Background: an optimization exercise with open tools, aiming at small area, a short achievable clock period and few clock cycles per item. Do not read the settings as production practice. At most, simulation tests tie the RTL to the original design; equivalence was not proved. Power is estimated from default activity; no workload was simulated.

Design muldiv_seq, start of the top module:
module muldiv_seq #(
  parameter int DWIDTH    = 32,
  parameter int FRAC_BITS = 29
) (
  input  logic              clock,
  input  logic              reset,
  input  logic              start,
  input  logic              kill,
  input  logic [2:0]        MDFunc,
  input  logic [DWIDTH-1:0] A,
  input  logic [DWIDTH-1:0] B,
  output logic [DWIDTH-1:0] MDOut,
  output logic              busy,
  output logic              done
);
  localparam int W = 50;   
  logic [31:0]  r_a;       
  logic [3:0]   r_ax;      
  logic [31:0]  r_b;       
  logic [2:0]   r_bx;      
  logic [2:0]   r_f;
  logic         r_asg;     
  logic [2:0]   r_ff;      
  logic [23:0]  r_plo;     
  logic [W-1:0] r_s;       
  logic [W-1:0] r_c;       
  logic         r_cy;      
  logic         r_first;   
  logic [5:0]   r_one, r_two, r_neg;   
  logic [31:0]  r_out;
  logic         r_busy, r_done;
  logic         st_m, st_fin, st_dx, st_di, st_dc;
  logic [4:0]   r_cnt;
  logic [5:0]   r_ca, r_cb;   
  logic         r_fa, r_fb;   
  logic         r_na, r_nb;   
  wire rk  = reset | kill;
  wire acc = start & ~r_busy & ~rk;
  wire        sgn_b = ~r_f[1];
  wire [34:0] ax    = {{3{r_asg}}, r_a};
  wire [34:0] ax2   = {ax[33:0], 1'b0};
  logic [W-1:0] pp [6];
  always_comb begin
    for (int t = 0; t < 6; t++) begin
      logic [34:0] m;
      m     = (({35{r_one[t]}} & ax) | ({35{r_two[t]}} & ax2)) ^ {35{r_neg[t]}};
      pp[t] = {{(W-35){m[34]}}, m} << (2*t);
    end
  end
  wire bfill = sgn_b & r_b[31];
  logic [W-1:0] kconst;
  always_comb begin
    kconst = '0;
    kconst[10] = r_b[11];
    kconst[22] = r_b[23];
    kconst[34] = bfill;
  end
  logic [W-1:0] xr [6];
  always_comb begin
    xr[0] = pp[0];
    for (int t = 1; t < 6; t++) xr[t] = pp[t] | ({{(W-1){1'b0}}, r_neg[t-1]} << (2*t-2));
  end
  wire [W-1:0] xs = r_first ? kconst : {{12{r_s[W-1]}}, r_s[W-1:12]};
  wire [W-1:0] xc = r_first ? '0     : {{12{r_c[W-1]}}, r_c[W-1:12]};
  function automatic logic [2*W-1:0] csa(input logic [W-1:0] a, input logic [W-1:0] b,
                                         input logic [W-1:0] c);
    csa = {a ^ b ^ c, (a & b) | (a & c) | (b & c)};
  endfunction
  ...
Settings: LEC_CHECK=0, ABC_AREA=1, CAP_MARGIN=20, CORE_MARGIN=2, CORE_UTILIZATION=40, GPL_TIMING_DRIVEN=1, PLACE_DENSITY=0.6, SLEW_MARGIN=20; clock period 10.0 ns.
standard.sh (not shown) runs the stock make flow with config.mk's settings and CLKGATE_MAP_FILE= SYNTH_SCRIPT=/design/flow/synth_recipe.tcl, a recipe that flattens the netlist after the stock synthesis.
==> flow/flow/run.sh <==
#!/bin/bash
# Standard ORFS layout, with timing repair aimed at a tighter target than the
# 10 ns constraint (the constraint itself is unchanged) and strong port buffers.
set -euo pipefail
bash standard.sh finish \
  "SETUP_SLACK_MARGIN=6.5" \
  "TNS_END_PERCENT=5" \
  "BUFFER_PORTS_ARGS=-buffer_cell sky130_fd_sc_hd__buf_4" \
  > standard_flow.log 2>&1
Testbench counts at the start, summed over its fixed seeds: cycles 11,851, ops 3,200.
Then changed:
--- a/flow/flow/run.sh
+++ b/flow/flow/run.sh
@@ -5,3 +5,3 @@
 bash standard.sh finish \
-  "SETUP_SLACK_MARGIN=6.5" \
+  "SETUP_SLACK_MARGIN=6.4" \
   "TNS_END_PERCENT=5" \
- CAP_MARGIN: 20 -> 5
- GPL_TIMING_DRIVEN: 1 -> unset
- SLEW_MARGIN: 20 -> 5
The new run completed with no timing, DRC or antenna violations. Register-to-register slack improved by 0.09 ns. Die area stays the same. Wire length rises slightly.
Then changed:
- CAP_MARGIN: 5 -> 20
- CORE_UTILIZATION: 40 -> 50
- PLACE_DENSITY: 0.6 -> 0.65
- SLEW_MARGIN: 5 -> 20
Effect:
- via count came out higher slightly
- sequential share of layout area came out higher by 0.16 points
- routed wire length barely changes

== before ==
Another version of the RTL of muldiv_seq (not shown whole).
For scale: ~3100 cells after synthesis, roughly 210 flip-flops, ~110 I/O pins, ~25000 um^2 of cells after synthesis.
// muldiv_seq
module muldiv_seq #(
  parameter int DWIDTH    = 32,
  parameter int FRAC_BITS = 29
) (
  input  logic              clock,
  input  logic              reset,
  input  logic              start,
  input  logic              kill,
  input  logic [2:0]        MDFunc,
  input  logic [DWIDTH-1:0] A,
  input  logic [DWIDTH-1:0] B,
  output logic [DWIDTH-1:0] MDOut,
  output logic              busy,
  output logic              done
);
Settings: LEC_CHECK=0, CAP_MARGIN=20, CORE_MARGIN=2, CORE_UTILIZATION=40, PLACE_DENSITY=0.6, SLEW_MARGIN=20; clock period 10.0 ns.
run.sh (not shown) runs the stock make flow with config.mk's settings and CLKGATE_MAP_FILE= SYNTH_SCRIPT=/design/flow/synth_recipe.tcl, a recipe that flattens the netlist after the stock synthesis.
Stock flow here: none of the scripts above is used.
--- input diff before..after ---
- ABC_CLOCK_PERIOD_IN_PS now 3000, previously not set
Notes after the runs:
The flow did not stop early for after: all stages ran, and the layout cleared the timing, DRC and antenna checks.
Multi-input combinational gate total came out exactly the same in before and after.
Looking at before and after, the total number of nets in the final design is a wash.
Going from before to after, non-clock buffer count ~0 delta; global routing met2 resource utilization ~0 delta; synthesized area ~0 delta.
In terms of fraction of power consumed by combinational cells, before and after differ only marginally.
No run of this note included a check of the RTL's function; only the layout flow was run.

## try-ember
muldiv_seq, a different RTL version from the one above (not shown whole).
For scale: about 280 flip-flops, ~0.038 mm^2 of cells after synthesis.
==> flow/config.mk <==
export PLATFORM = sky130hd
export DESIGN_NAME = muldiv_seq
export DESIGN_NICKNAME = muldiv_seq
export VERILOG_FILES = /design/flow/design.v
export SDC_FILE = /design/flow/constraint.sdc
export NUM_CORES = 4
export LEC_CHECK = 0
export ABC_AREA = 1
export CAP_MARGIN = 20
export CORE_MARGIN = 2
export CORE_UTILIZATION = 40
export PLACE_DENSITY = 0.6
export SLEW_MARGIN = 20
==> flow/constraint.sdc <==
create_clock -name core_clock -period 10.0 [get_ports {clock}]
set_input_delay 2.0000 -clock core_clock [delete_from_list [all_inputs] [get_ports {clock}]]
set_output_delay 2.0000 -clock core_clock [all_outputs]
set_load 0.01 [all_outputs]
standard.sh (not shown) runs the stock make flow with config.mk's settings and CLKGATE_MAP_FILE= SYNTH_SCRIPT=/design/flow/synth_recipe.tcl, a recipe that flattens the netlist after the stock synthesis.
==> flow/flow/run.sh <==
#!/bin/bash
# Standard ORFS layout, with timing repair aimed at a tighter target than the
# 10 ns constraint (the constraint itself is unchanged) and strong port buffers;
# setup repair only after global routing.
set -euo pipefail
bash standard.sh finish \
  "SETUP_SLACK_MARGIN=6.5" \
  "TNS_END_PERCENT=5" \
  "SKIP_CTS_REPAIR_TIMING=1" \
  "BUFFER_PORTS_ARGS=-buffer_cell sky130_fd_sc_hd__buf_4" \
  > standard_flow.log 2>&1
For try-yarrow, these inputs were changed with respect to try-ember:
==> flow/flow/run.sh <==
#!/bin/bash
# Standard ORFS layout, with timing repair aimed at a tighter target than the
# 10 ns constraint (the constraint itself is unchanged) and strong port buffers.
set -euo pipefail
bash standard.sh finish \
  "SETUP_SLACK_MARGIN=6.5" \
  "TNS_END_PERCENT=5" \
  "BUFFER_PORTS_ARGS=-buffer_cell sky130_fd_sc_hd__buf_4" \
  > standard_flow.log 2>&1
==> comparison <==
On number of CTS-inserted buffers, try-ember and try-yarrow are neck and neck. try-ember -> try-yarrow: wire length on met3 increased by a few percent. try-yarrow gives less clock skew than try-ember did. The setup slack of try-yarrow is larger than that of try-ember.
### try-yarrow -> try-zinc
- removing ABC_AREA (formerly 1)
Findings:
try-zinc: all stages complete, timing, DRC and antenna checks passed
try-zinc ended up with a lower power after layout than try-yarrow did.
Against try-yarrow, die area in try-zinc came out better.
try-zinc ended up with a lower final routed wirelength across all metal layers than try-yarrow did.
try-zinc vs. try-yarrow: met2 usage in global routing lost 12 points, critical path data arrival time picked up an extra 0.64 ns.
Lower placeable core region goes to try-zinc over try-yarrow.
Taking try-yarrow over try-zinc, the synthesized netlist net count ratio works out to 1.2.
Per the comparison of try-zinc with try-yarrow, max-slew headroom at the worst pin shrank by 3.0 points, height of the die shrank by 2.0%, proportion of power drawn by the clock network grew by 2.0 points.
Delta(cell count, try-zinc - try-yarrow) < 0
No run of this note included a check of the RTL's function; only the layout flow was run.

== run 1 ==
muldiv_seq, a different RTL version from the one above (not shown whole).
Size: ~6100 cells after synthesis, ~280 flip-flops, about 110 I/O pins.
Design muldiv_seq, start of the top module:
module muldiv_seq #(
  parameter int DWIDTH    = 32,
  parameter int FRAC_BITS = 29
) (
  input  logic              clock,
  input  logic              reset,
  input  logic              start,
  input  logic              kill,
  input  logic [2:0]        MDFunc,
  input  logic [DWIDTH-1:0] A,
  input  logic [DWIDTH-1:0] B,
  output logic [DWIDTH-1:0] MDOut,
  output logic              busy,
  output logic              done
);
Settings: LEC_CHECK=0, ABC_AREA=1, CAP_MARGIN=20, CORE_MARGIN=2, CORE_UTILIZATION=40, PLACE_DENSITY=0.6, SLEW_MARGIN=20; clock period 10.0 ns.
run.sh (not shown) runs the stock make flow with config.mk's settings and CLKGATE_MAP_FILE= SYNTH_SCRIPT=/design/flow/synth_recipe.tcl, a recipe that flattens the netlist after the stock synthesis.
Stock flow here: none of the scripts above is used.
The final layout from run 1, which completed every stage, passed the timing, DRC and antenna checks at the end of the flow.
Testbench counts of run 1, summed over its fixed seeds: cycles 11,851, ops 3,200.
--- input diff run 1..run 2 ---
==> flow/flow/run.sh (new file) <==
#!/bin/bash
# Standard ORFS layout, with timing repair aimed at a tighter target than the
# 10 ns constraint (the constraint itself is unchanged) and strong port buffers.
set -euo pipefail
bash standard.sh finish \
  "SETUP_SLACK_MARGIN=6.2" \
  "TNS_END_PERCENT=1" \
  "BUFFER_PORTS_ARGS=-buffer_cell sky130_fd_sc_hd__buf_4" \
  > standard_flow.log 2>&1
==> flow/standard.sh (new file) <==
#!/bin/bash
# synth_recipe.tcl (not shown) runs the flow's synth.tcl, then flattens the netlist and writes it again
# the make line also repeats each setting of config.mk as NAME=value (left out here)
make -C /OpenROAD-flow-scripts/flow DESIGN_CONFIG=/design/flow/config.mk WORK_HOME=/design/flow/orfs CLKGATE_MAP_FILE= SYNTH_SCRIPT=/design/flow/synth_recipe.tcl "${@:-finish}"
removed: flow/run.sh
### Flow results
- The flow did not stop early for run 2: all stages ran, and the layout cleared the timing, DRC and antenna checks.
- Summary of the comparison: area of the multi-input gates is higher in run 2, relative to run 1.
- met3 wire length is higher on run 2
- Taking run 1 as the reference, in run 2 minimum setup slack in the final design moved up, power after layout moved up, mean post-synth cell area level, worst-case setup slack after placement moved down, post-route cell area moved up.
Relative to run 2, the following input files were edited for run 3:
diff --git a/flow/flow/run.sh b/flow/flow/run.sh
--- a/flow/flow/run.sh
+++ b/flow/flow/run.sh
@@ -5,4 +5,4 @@
 bash standard.sh finish \
-  "SETUP_SLACK_MARGIN=6.2" \
-  "TNS_END_PERCENT=1" \
+  "SETUP_SLACK_MARGIN=7.0" \
+  "TNS_END_PERCENT=10" \
   "BUFFER_PORTS_ARGS=-buffer_cell sky130_fd_sc_hd__buf_4" \
Compare run 3 and run 2 | final cell area excluding filler cells higher: run 3
From run 2 to run 3, number of port buffers did not move at all.
Against run 2, run 3 comes in about 1.8% lower on placer congestion estimate.
The wire length of run 3 exceeds that of run 2 by about 2.2%.
Against run 2 as the reference, run 3 delivers a higher number of antenna diodes.

re-timing with driven ports:
How much do the figures lean on ideal ports? The routed layouts below were timed once more, with nothing changed but the port constraints. Step 1: set_driving_cell puts a clkbuf_16 on clock and a buf_2 on each other input, an assumption about the parent block. Step 2, shift: input delay + t, output delay - t, t = (earliest + latest rising clock arrival at the registers) / 2. This alone moves slack from input paths to output paths. Three values: no drivers, after step 1, after step 2; two values: the first two.
run	t (ns)	slack for setup (ns)	slew at the worst register clock pin (ns)
the first run of note 1	0.639	6.153 / 6.153 / 5.715	0.07 / 0.07
the second run of note 1	0.629	6.242 / 6.242 / 5.810	0.07 / 0.07
the third run of note 1	0.663	6.179 / 6.179 / 5.810	0.07 / 0.07
before	0.646	5.255 / 5.255 / 5.255	0.06 / 0.06
after	0.646	5.255 / 5.255 / 5.255	0.06 / 0.06
try-ember	0.694	6.282 / 6.282 / 6.158	0.08 / 0.08
try-yarrow	0.689	6.379 / 6.379 / 6.153	0.08 / 0.08
try-zinc	0.660	5.776 / 5.776 / 5.453	0.07 / 0.07
run 1	0.698	4.871 / 4.871 / 4.871	0.07 / 0.07
run 2	0.710	5.971 / 5.971 / 5.835	0.08 / 0.08
run 3	0.687	6.236 / 6.236 / 5.901	0.08 / 0.08
After both steps every run listed still meets setup and hold. For the first run of note 1, which loses most, drivers alone change the setup slack by 0.000 ns; drivers and shift together by -0.438 ns.
